Context: an optimization exercise on an open-source flow, tuned for small area. The choices shown serve that exercise and are no tape-out recipe. In this exercise RTL edits were held to simulation tests only and were not proved equivalent to the original. Power is estimated from default activity; no workload was simulated.

==> inputs of run K <==
## s64_core
module s64_core (
    input  logic                clk_i,
    input  logic                rst_i,
    input  logic                ack_i,
    input  logic [64-1:0]  dat_i,
    output logic [61-1:0] adr_o,
    output logic                cyc_o,
    output logic                we_o,
    output logic                vpa_o,
    output logic [64-1:0]  dat_o
);
Settings: LEC_CHECK=0, CAP_MARGIN=20, CORE_MARGIN=2, CORE_UTILIZATION=40, CTS_CLUSTER_DIAMETER=100, CTS_CLUSTER_SIZE=24, SLEW_MARGIN=20; clock period 10.0 ns.
standard.sh (not shown) runs the stock make flow with config.mk's settings and CLKGATE_MAP_FILE= SYNTH_SCRIPT=/design/flow/synth_recipe.tcl, a recipe that flattens the netlist after the stock synthesis.
==> flow/flow/run.sh <==
#!/bin/bash
# Own layout flow: the standard layout (standard.sh), with three changes.
#  - Synthesis is ORFS's synthesis exactly as synth_recipe.tcl runs it, except
#    that the combinational logic is mapped with an area-oriented ABC script
#    (flow/abc_area.script) and without the full/half-adder extraction.
#    Registers (names, count, cell types) come from the same steps as the
#    standard synthesis, which all run before ABC.
#  - Ports are buffered with sky130_fd_sc_hd__buf_1.
#  - Clock tree synthesis clusters up to 24 sinks within 100 um and inserts
#    no dummy loads.
# Each tool writes its full output to its own log under orfs/logs; make's
# output goes to flow_make.log in this folder.
set -euo pipefail
W=$(pwd)
sed 's#log_cmd abc {\*}$abc_args#log_cmd abc -script '"$W"'/flow/abc_area.script {*}$lib_args {*}$lib_dont_use_args -constr $::env(OBJECTS_DIR)/abc.constr -D 10000#' \
    "$FLOW_HOME/scripts/synth.tcl" > "$W/own_synth_body.tcl"
grep -q "flow/abc_area.script" "$W/own_synth_body.tcl"
sed 's#source $::env(SCRIPTS_DIR)/synth.tcl#source '"$W"'/own_synth_body.tcl#' \
    "$W/synth_recipe.tcl" > "$W/own_synth.tcl"
grep -q "own_synth_body.tcl" "$W/own_synth.tcl"
bash "$W/standard.sh" SYNTH_SCRIPT="$W/own_synth.tcl" ADDER_MAP_FILE= \
    BUFFER_PORTS_ARGS="-buffer_cell sky130_fd_sc_hd__buf_1" \
    CTS_ARGS="-sink_clustering_enable -repair_clock_nets -sink_clustering_size 24 -sink_clustering_max_diameter 100 -dont_use_dummy_load" \
    finish > "$W/flow_make.log" 2>&1
test -f "$W/out/final.def"
==> flow/flow/abc_area.script <==
&get -n
&st
&dch -f
&nf -R 1000
&put
topo
stime -c
==> inputs of run R, as changes to run K <==
--- a/flow/design.v
+++ b/flow/design.v
@@ -3,32 +3,26 @@
     parameter logic RST_ONES = 1'b0      
 ) (
     input  logic         clk_i,
     input  logic         rst_i,
     input  logic         push_i,
     input  logic         pop_i,
     input  logic         pop2_i,
     input  logic [W-1:0] dat_i,
-    output logic [W-1:0] cell0_o,
-    output logic [W-1:0] cell1_o,
-    output logic [W-1:0] cell2_o,
-    output logic [W-1:0] cell3_o,
-    output logic [1:0]   top_o        
+    output logic [W-1:0] top_o,
+    output logic [W-1:0] next_o
 );
     logic [W-1:0] cells [4];
     logic [1:0]   sp;       
     logic [1:0]   dm1;      
     logic [1:0]   wp;
     assign wp     = sp + 2'd1;
-    assign cell0_o = cells[0];
-    assign cell1_o = cells[1];
-    assign cell2_o = cells[2];
-    assign cell3_o = cells[3];
-    assign top_o   = sp;
+    assign top_o  = cells[sp];
+    assign next_o = cells[(dm1 == 2'd0) ? sp : sp - 2'd1];
     always_ff @(posedge clk_i) begin
         if (rst_i) begin
             sp  <= 2'd0;
             dm1 <= 2'd0;
         end else if (push_i) begin
             sp  <= wp;
             if (dm1 != 2'd3) dm1 <= dm1 + 2'd1;
         end else if (pop2_i) begin
@@ -61,36 +55,32 @@
     parameter int W = 64
 ) (
     input  logic         clk_i,
     input  logic         rst_i,
     input  logic         push_i,
     input  logic         pop_i,
     input  logic         pop2_i,
     input  logic [W-1:0] dat_i,
-    output logic [W-1:0] cell0_o,
-    output logic [W-1:0] cell1_o,
-    output logic [W-1:0] cell2_o,
-    output logic [W-1:0] cell3_o,
-    output logic [1:0]   top_o,       
-    output logic [1:0]   below_o      
+    output logic [W-1:0] bank0_o,     
+    output logic [W-1:0] bank1_o,     
+    output logic         top_odd_o,   
+    output logic         single_o     
 );
     logic [W-1:0] cells [4];
     logic [1:0]   sp;       
     logic [1:0]   dm1;      
     logic [1:0]   wp;
     logic [1:0]   bp;       
     assign wp        = sp + 2'd1;
     assign bp        = sp - 2'd1;
-    assign cell0_o = cells[0];
-    assign cell1_o = cells[1];
-    assign cell2_o = cells[2];
-    assign cell3_o = cells[3];
-    assign top_o   = sp;
-    assign below_o = (dm1 == 2'd0) ? sp : bp;
+    assign bank0_o   = cells[{sp[0] ? bp[1] : sp[1], 1'b0}];
+    assign bank1_o   = cells[{sp[0] ? sp[1] : bp[1], 1'b1}];
+    assign top_odd_o = sp[0];
+    assign single_o  = dm1 == 2'd0;
     always_ff @(posedge clk_i) begin
         if (rst_i) begin
             sp  <= 2'd0;
             dm1 <= 2'd0;
         end else if (push_i) begin
             sp  <= wp;
             if (dm1 != 2'd3) dm1 <= dm1 + 2'd1;
         end else if (pop2_i) begin
@@ -193,22 +183,20 @@
     localparam logic [2:0] ACT_STORE = 3'd3;
     localparam logic [2:0] ACT_LOAD  = 3'd4;
     localparam logic [2:0] ACT_DROP  = 3'd5;
     logic [64-1:0] x;
     logic [64-1:0] y;
     logic [64-1:0] z;      
     logic [64-1:0] lit;
     logic [64-1:0] alu_res;
-    logic [64-1:0] c0;
-    logic [64-1:0] c1;
-    logic [64-1:0] c2;
-    logic [64-1:0] c3;
-    logic [1:0]         ds_top;
-    logic [1:0]         ds_below;
+    logic [64-1:0] bank0;
+    logic [64-1:0] bank1;
+    logic               top_odd;
+    logic               single;
     logic [2:0]         alu_op;
     logic [2:0]         act;
     logic [3:0]         sub;
     logic               ds_push;
     logic               ds_pop;
     logic               ds_pop2;
     assign sub = operand_i[3:0];
     logic op_lit8, op_lit16, op_lit32, op_stores, op_loads, op_intops, op_jumps;
@@ -257,66 +245,60 @@
     );
     data_stack #(.W(64)) u_data_stack (
         .clk_i    (clk_i),
         .rst_i    (rst_i),
         .push_i   (ds_push),
         .pop_i    (ds_pop),
         .pop2_i   (ds_pop2),
         .dat_i    (x),
-        .cell0_o  (c0),
-        .cell1_o  (c1),
-        .cell2_o  (c2),
-        .cell3_o  (c3),
-        .top_o    (ds_top),
-        .below_o  (ds_below)
+        .bank0_o  (bank0),
+        .bank1_o  (bank1),
+        .top_odd_o(top_odd),
+        .single_o (single)
     );
     logic go;
     logic do_lit, do_bin, do_store, do_load, do_drop;
-    logic [1:0] x_cell;    
+    logic x_odd;       
     logic zs_lit, zs_alu, zs_x, zs_rd, zs_y, zs_keep;
-    logic ys_z, ys_x, ys_keep;
-    logic xs_y, xs_keep;
-    logic [3:0] ys_c;
-    logic [3:0] xs_c;
+    logic ys_z, ys_x, ys_b0, ys_b1, ys_keep;
+    logic xs_y, xs_b0, xs_b1, xs_keep;
     logic [64-1:0] x_n;
     logic [64-1:0] y_n;
     logic [64-1:0] z_n;
     assign go       = commit_i && !rst_i;
     assign do_lit   = go && act == ACT_LIT;
     assign do_bin   = go && act == ACT_BIN;
     assign do_store = go && act == ACT_STORE;
     assign do_load  = go && act == ACT_LOAD;
     assign do_drop  = go && act == ACT_DROP;
-    assign x_cell   = (act == ACT_STORE) ? ds_below : ds_top;
+    assign x_odd    = (act == ACT_STORE && !single) ? !top_odd : top_odd;
     assign zs_lit  = do_lit;
     assign zs_alu  = do_bin;
     assign zs_x    = do_store;
     assign zs_rd   = do_load;
     assign zs_y    = do_drop;
     assign zs_keep = !rst_i && !(do_lit || do_bin || do_store || do_load || do_drop);
     assign ys_z    = do_lit;
     assign ys_x    = do_bin || do_drop;
-    for (genvar i = 0; i < 4; i++) begin : g_sel
-        assign ys_c[i] = do_store && ds_top == 2'(i);
-        assign xs_c[i] = (do_bin || do_store || do_drop) && x_cell == 2'(i);
-    end
+    assign ys_b0   = do_store && !top_odd;
+    assign ys_b1   = do_store && top_odd;
     assign ys_keep = !rst_i && !(do_lit || do_bin || do_store || do_drop);
     assign xs_y    = do_lit;
+    assign xs_b0   = (do_bin || do_store || do_drop) && !x_odd;
+    assign xs_b1   = (do_bin || do_store || do_drop) && x_odd;
     assign xs_keep = !rst_i && !(do_lit || do_bin || do_store || do_drop);
     assign z_n = ({64{zs_lit}} & lit) | ({64{zs_alu}} & alu_res)
                | ({64{zs_x}} & x) | ({64{zs_rd}} & rdata_i)
                | ({64{zs_y}} & y) | ({64{zs_keep}} & z);
     assign y_n = ({64{ys_z}} & z) | ({64{ys_x}} & x)
-               | ({64{ys_c[0]}} & c0) | ({64{ys_c[1]}} & c1)
-               | ({64{ys_c[2]}} & c2) | ({64{ys_c[3]}} & c3)
+               | ({64{ys_b0}} & bank0) | ({64{ys_b1}} & bank1)
                | ({64{ys_keep}} & y);
     assign x_n = ({64{xs_y}} & y)
-               | ({64{xs_c[0]}} & c0) | ({64{xs_c[1]}} & c1)
-               | ({64{xs_c[2]}} & c2) | ({64{xs_c[3]}} & c3)
+               | ({64{xs_b0}} & bank0) | ({64{xs_b1}} & bank1)
                | ({64{xs_keep}} & x);
     always_ff @(posedge clk_i) begin
         x <= x_n;
         y <= y_n;
         z <= z_n;
     end
 endmodule
 module instr_sequencer (
@@ -342,21 +324,17 @@
 );
     logic                run;         
     logic [2:0]          slot_cnt;    
     logic [2:0]          last;        
     logic [27:0]         ops;         
     logic [64-1:0]  dr;          
     logic [61-1:0] pa;          
     logic                step;        
-    logic [61-1:0] rc0;
-    logic [61-1:0] rc1;
-    logic [61-1:0] rc2;
-    logic [61-1:0] rc3;
-    logic [1:0]          ret_top;
+    logic [61-1:0] ret_pa;
     logic [61-1:0] pa_sum;
     logic [7:0]          pa_add;
     logic                pa_c8;
     logic [61-9:0] pa_t;
     logic [61-9:0] pa_v;
     logic [3:0]          sub;
     logic [3:0]          slot_op;
     logic                need_fetch;
@@ -408,38 +386,31 @@
     assign pa_sum[61-1:8] = pa[61-1:8] ^ pa_t;
     operand_stack #(.W(61), .RST_ONES(1'b1)) u_ret_stack (
         .clk_i (clk_i),
         .rst_i (rst_i),
         .push_i(commit_o && is_call),
         .pop_i (commit_o && is_ret),
         .pop2_i(1'b0),
         .dat_i (pa),             
-        .cell0_o(rc0),
-        .cell1_o(rc1),
-        .cell2_o(rc2),
-        .cell3_o(rc3),
-        .top_o (ret_top)
+        .top_o (ret_pa),
+        .next_o()
     );
     logic                pa_load;     
     logic                pa_ret;
     logic                pa_keep;
     logic [61-1:0] pa_n;
     logic                dr_go;
     logic                op_len_nz;
     logic [64-1:0]  dr_n;
     assign pa_load = !rst_i && (fetch_done || (commit_o && !is_ret && jump_taken));
     assign pa_ret  = !rst_i && !fetch_done && commit_o && is_ret;
     assign pa_keep = !rst_i && !pa_load && !pa_ret;
     assign pa_n    = ({61{rst_i}} & 61'h1C00_0000_0000_0000) | ({61{pa_load}} & pa_sum)
-                   | ({61{pa_ret && ret_top == 2'd0}} & rc0)
-                   | ({61{pa_ret && ret_top == 2'd1}} & rc1)
-                   | ({61{pa_ret && ret_top == 2'd2}} & rc2)
-                   | ({61{pa_ret && ret_top == 2'd3}} & rc3)
-                   | ({61{pa_keep}} & pa);
+                   | ({61{pa_ret}} & ret_pa) | ({61{pa_keep}} & pa);
     assign dr_go = commit_o && !fetch_done;
     assign op_len_nz = opcode_o == 4'd1 || opcode_o == 4'd2 || opcode_o == 4'd3
                     || opcode_o == 4'd4 || opcode_o == 4'd5
                     || opcode_o == 4'd6 || opcode_o == 4'd7;
     assign dr_n  = ({64{fetch_done}} & dat_i)
                  | ({64{dr_go && opcode_o == 4'd1}}  & (dr >> 8))
                  | ({64{dr_go && opcode_o == 4'd2}} & (dr >> 16))
                  | ({64{dr_go && opcode_o == 4'd3}} & (dr >> 32))
==> flow/flow/run.sh (replaced) <==
#!/bin/bash
# Own layout flow: the standard layout (standard.sh), with three changes.
#  - Synthesis is ORFS's synthesis exactly as synth_recipe.tcl runs it, except
#    that the combinational logic is mapped with an area-oriented ABC script
#    (flow/abc_area.script) and without the full/half-adder extraction.
#    Registers (names, count, cell types) come from the same steps as the
#    standard synthesis, which all run before ABC.
#  - Ports are buffered with sky130_fd_sc_hd__buf_1.
#  - Clock tree synthesis clusters up to 20 sinks within 100 um and inserts
#    no dummy loads.
# Each tool writes its full output to its own log under orfs/logs; make's
# output goes to flow_make.log in this folder.
set -euo pipefail
W=$(pwd)
sed 's#log_cmd abc {\*}$abc_args#log_cmd abc -script '"$W"'/flow/abc_area.script {*}$lib_args {*}$lib_dont_use_args -constr $::env(OBJECTS_DIR)/abc.constr -D 10000#' \
    "$FLOW_HOME/scripts/synth.tcl" > "$W/own_synth_body.tcl"
grep -q "flow/abc_area.script" "$W/own_synth_body.tcl"
sed 's#source $::env(SCRIPTS_DIR)/synth.tcl#source '"$W"'/own_synth_body.tcl#' \
    "$W/synth_recipe.tcl" > "$W/own_synth.tcl"
grep -q "own_synth_body.tcl" "$W/own_synth.tcl"
bash "$W/standard.sh" SYNTH_SCRIPT="$W/own_synth.tcl" ADDER_MAP_FILE= \
    BUFFER_PORTS_ARGS="-buffer_cell sky130_fd_sc_hd__buf_1" \
    CTS_ARGS="-sink_clustering_enable -repair_clock_nets -sink_clustering_size 20 -sink_clustering_max_diameter 100 -dont_use_dummy_load" \
    finish > "$W/flow_make.log" 2>&1
test -f "$W/out/final.def"
==> flow/config.mk (replaced) <==
export PLATFORM = sky130hd
export DESIGN_NAME = s64_core
export DESIGN_NICKNAME = s64_core
export VERILOG_FILES = /design/flow/design.v
export SDC_FILE = /design/flow/constraint.sdc
export NUM_CORES = 4
export LEC_CHECK = 0
export CAP_MARGIN = 20
export CORE_MARGIN = 2
export CORE_UTILIZATION = 60
export CTS_CLUSTER_DIAMETER = 100
export CTS_CLUSTER_SIZE = 20
export PLACE_DENSITY = 0.7
export SLEW_MARGIN = 20
==> inputs of run Z, as changes to run K <==
==> flow/run.sh (new file) <==
#!/bin/bash
# synth_recipe.tcl (not shown) runs the flow's synth.tcl, then flattens the netlist and writes it again
# the make line also repeats each setting of config.mk as NAME=value (left out here)
make -C /OpenROAD-flow-scripts/flow DESIGN_CONFIG=/design/flow/config.mk WORK_HOME=/design/flow/orfs CLKGATE_MAP_FILE= SYNTH_SCRIPT=/design/flow/synth_recipe.tcl finish
==> flow/config.mk (replaced) <==
export PLATFORM = sky130hd
export DESIGN_NAME = s64_core
export DESIGN_NICKNAME = s64_core
export VERILOG_FILES = /design/flow/design.v
export SDC_FILE = /design/flow/constraint.sdc
export NUM_CORES = 4
export LEC_CHECK = 0
export CAP_MARGIN = 20
export CORE_MARGIN = 2
export CORE_UTILIZATION = 40
export CTS_CLUSTER_DIAMETER = 100
export CTS_CLUSTER_SIZE = 20
export SLEW_MARGIN = 20
removed: flow/flow/run.sh
removed: flow/flow/abc_area.script
removed: flow/standard.sh
==> inputs of run M, as changes to run K <==
==> flow/flow/run.sh (replaced) <==
#!/bin/bash
# Own layout flow: the standard layout (standard.sh), with three changes.
#  - Synthesis is ORFS's synthesis exactly as synth_recipe.tcl runs it, except
#    that the combinational logic is mapped with an area-oriented ABC script
#    (flow/abc_area.script) and without the full/half-adder extraction.
#    Registers (names, count, cell types) come from the same steps as the
#    standard synthesis, which all run before ABC.
#  - Ports are buffered with sky130_fd_sc_hd__buf_1.
#  - Clock tree synthesis clusters up to 20 sinks within 100 um and inserts
#    no dummy loads.
# Each tool writes its full output to its own log under orfs/logs; make's
# output goes to flow_make.log in this folder.
set -euo pipefail
W=$(pwd)
sed 's#log_cmd abc {\*}$abc_args#log_cmd abc -script '"$W"'/flow/abc_area.script {*}$lib_args {*}$lib_dont_use_args -constr $::env(OBJECTS_DIR)/abc.constr -D 10000#' \
    "$FLOW_HOME/scripts/synth.tcl" > "$W/own_synth_body.tcl"
grep -q "flow/abc_area.script" "$W/own_synth_body.tcl"
sed 's#source $::env(SCRIPTS_DIR)/synth.tcl#source '"$W"'/own_synth_body.tcl#' \
    "$W/synth_recipe.tcl" > "$W/own_synth.tcl"
grep -q "own_synth_body.tcl" "$W/own_synth.tcl"
bash "$W/standard.sh" SYNTH_SCRIPT="$W/own_synth.tcl" ADDER_MAP_FILE= \
    BUFFER_PORTS_ARGS="-buffer_cell sky130_fd_sc_hd__buf_1" \
    CTS_ARGS="-sink_clustering_enable -repair_clock_nets -sink_clustering_size 20 -sink_clustering_max_diameter 100 -dont_use_dummy_load" \
    finish > "$W/flow_make.log" 2>&1
test -f "$W/out/final.def"
==> flow/config.mk (replaced) <==
export PLATFORM = sky130hd
export DESIGN_NAME = s64_core
export DESIGN_NICKNAME = s64_core
export VERILOG_FILES = /design/flow/design.v
export SDC_FILE = /design/flow/constraint.sdc
export NUM_CORES = 4
export LEC_CHECK = 0
export CAP_MARGIN = 5
export CORE_MARGIN = 2
export CORE_UTILIZATION = 40
export CTS_CLUSTER_DIAMETER = 100
export CTS_CLUSTER_SIZE = 20
export SLEW_MARGIN = 5
==> results by group <==
Placed design
  • Post-DP HPWL: 85300 um

Status
  • Status: finished clean

Timing
  • Actual slew at the worst max-slew pin: approximately 1200 ps
  • Period utilization: between 90 and 100%
  • Tmin final: between 9000 and 10000 ps

Clock network
  • Clock Latency Late Sink: approximately 640 ps

Hold path
  • Min-delay src: u_exec.u_data_stack.cells[1][47]

Cells and area
  • Layout cell share with drive strength beyond 1: 4.28%
  • Final net count: 4271

Global route
  • Met3 Use GR: ~10%
  • Largest net degree at the start of global routing: 99

Pwr
  • Sequential Power Share: 49.0%

Setup path
  • Crit path buf inv count: 2
The numbers above come from run R.

==> results by group <==
Cells and area
  • Layout cell share with drive strength beyond 1: 4.27%
  • Final net count: 4140

Global route
  • Met3 Use GR: a little over 5%
  • Largest net degree at the start of global routing: 99

Placed design
  • Post-DP HPWL: 91400 um

Status
  • Status: finished clean

Timing
  • Period utilization: roughly 92%

Hold path
  • Min-delay src: u_seq.u_ret_stack.cells[0][33]
The numbers above come from run M.

==> results by group <==
Logic synthesis
  • Synth Register Bits: between 800 and 900

Timing
  • Period utilization: about nine tenths
  • Max-slew headroom: a little under a fifth
  • Max Freq: around 110 MHz
  • Tmin final: 9150 ps

Cells and area
  • Layout cell share with drive strength beyond 1: under 10%
  • Final net count: 4135

Global route
  • Met3 Use GR: 5.09%

Hold path
  • Min-delay src: u_seq.u_ret_stack.cells[0][33]

Status
  • Status: finished clean

Pwr
  • Sequential Power Share: roughly 53%

Setup path
  • Crit path buf inv count: 1

Placed design
  • Post-DP HPWL: approximately 91000 um
The numbers above come from run K.

==> results by group <==
Cells and area
  • Layout cell share with drive strength beyond 1: 5.02%

Hold path
  • Min-delay src: u_seq.u_ret_stack.cells[3][54]

Pwr
  • Sequential Power Share: between 40% and 50%

Clock network
  • Clock Latency Late Sink: ~670 ps

Status
  • Status: finished clean

Global route
  • Met3 Use GR: under 10%

Timing
  • Period utilization: a little over nine tenths

Placed design
  • Post-DP HPWL: 106000 um
The numbers above come from run Z.

what the ideal ports hide:
Ports are ideal in the flow. The routed layouts listed here were re-timed in OpenROAD.
Step 1: set_driving_cell puts a clkbuf_16 on clk_i and a buf_2 on each other input, an assumption about the parent block.
Step 2 times the ports against the registers' clock, not the clock port: input delays grow and output delays shrink by t, the midpoint of the rising clock arrivals with the driver on.
Slacks: ideal ports / drivers / drivers and shift; pairs: ideal ports / drivers.
| run | shift t [ns] | slack for setup (ns) | worst slew at a driven data input, ns |
|---|---|---|---|
| run K | 0.677 | 0.853 / 0.780 / 1.457 | 0.12 |
| run R | 0.680 | 0.623 / 0.556 / 1.236 | 0.12 |
| run Z | 0.724 | 0.548 / 0.471 / 1.195 | 0.08 |
| run M | 0.686 | 0.797 / 0.723 / 1.410 | 0.10 |
After both steps every run listed still meets setup and hold.
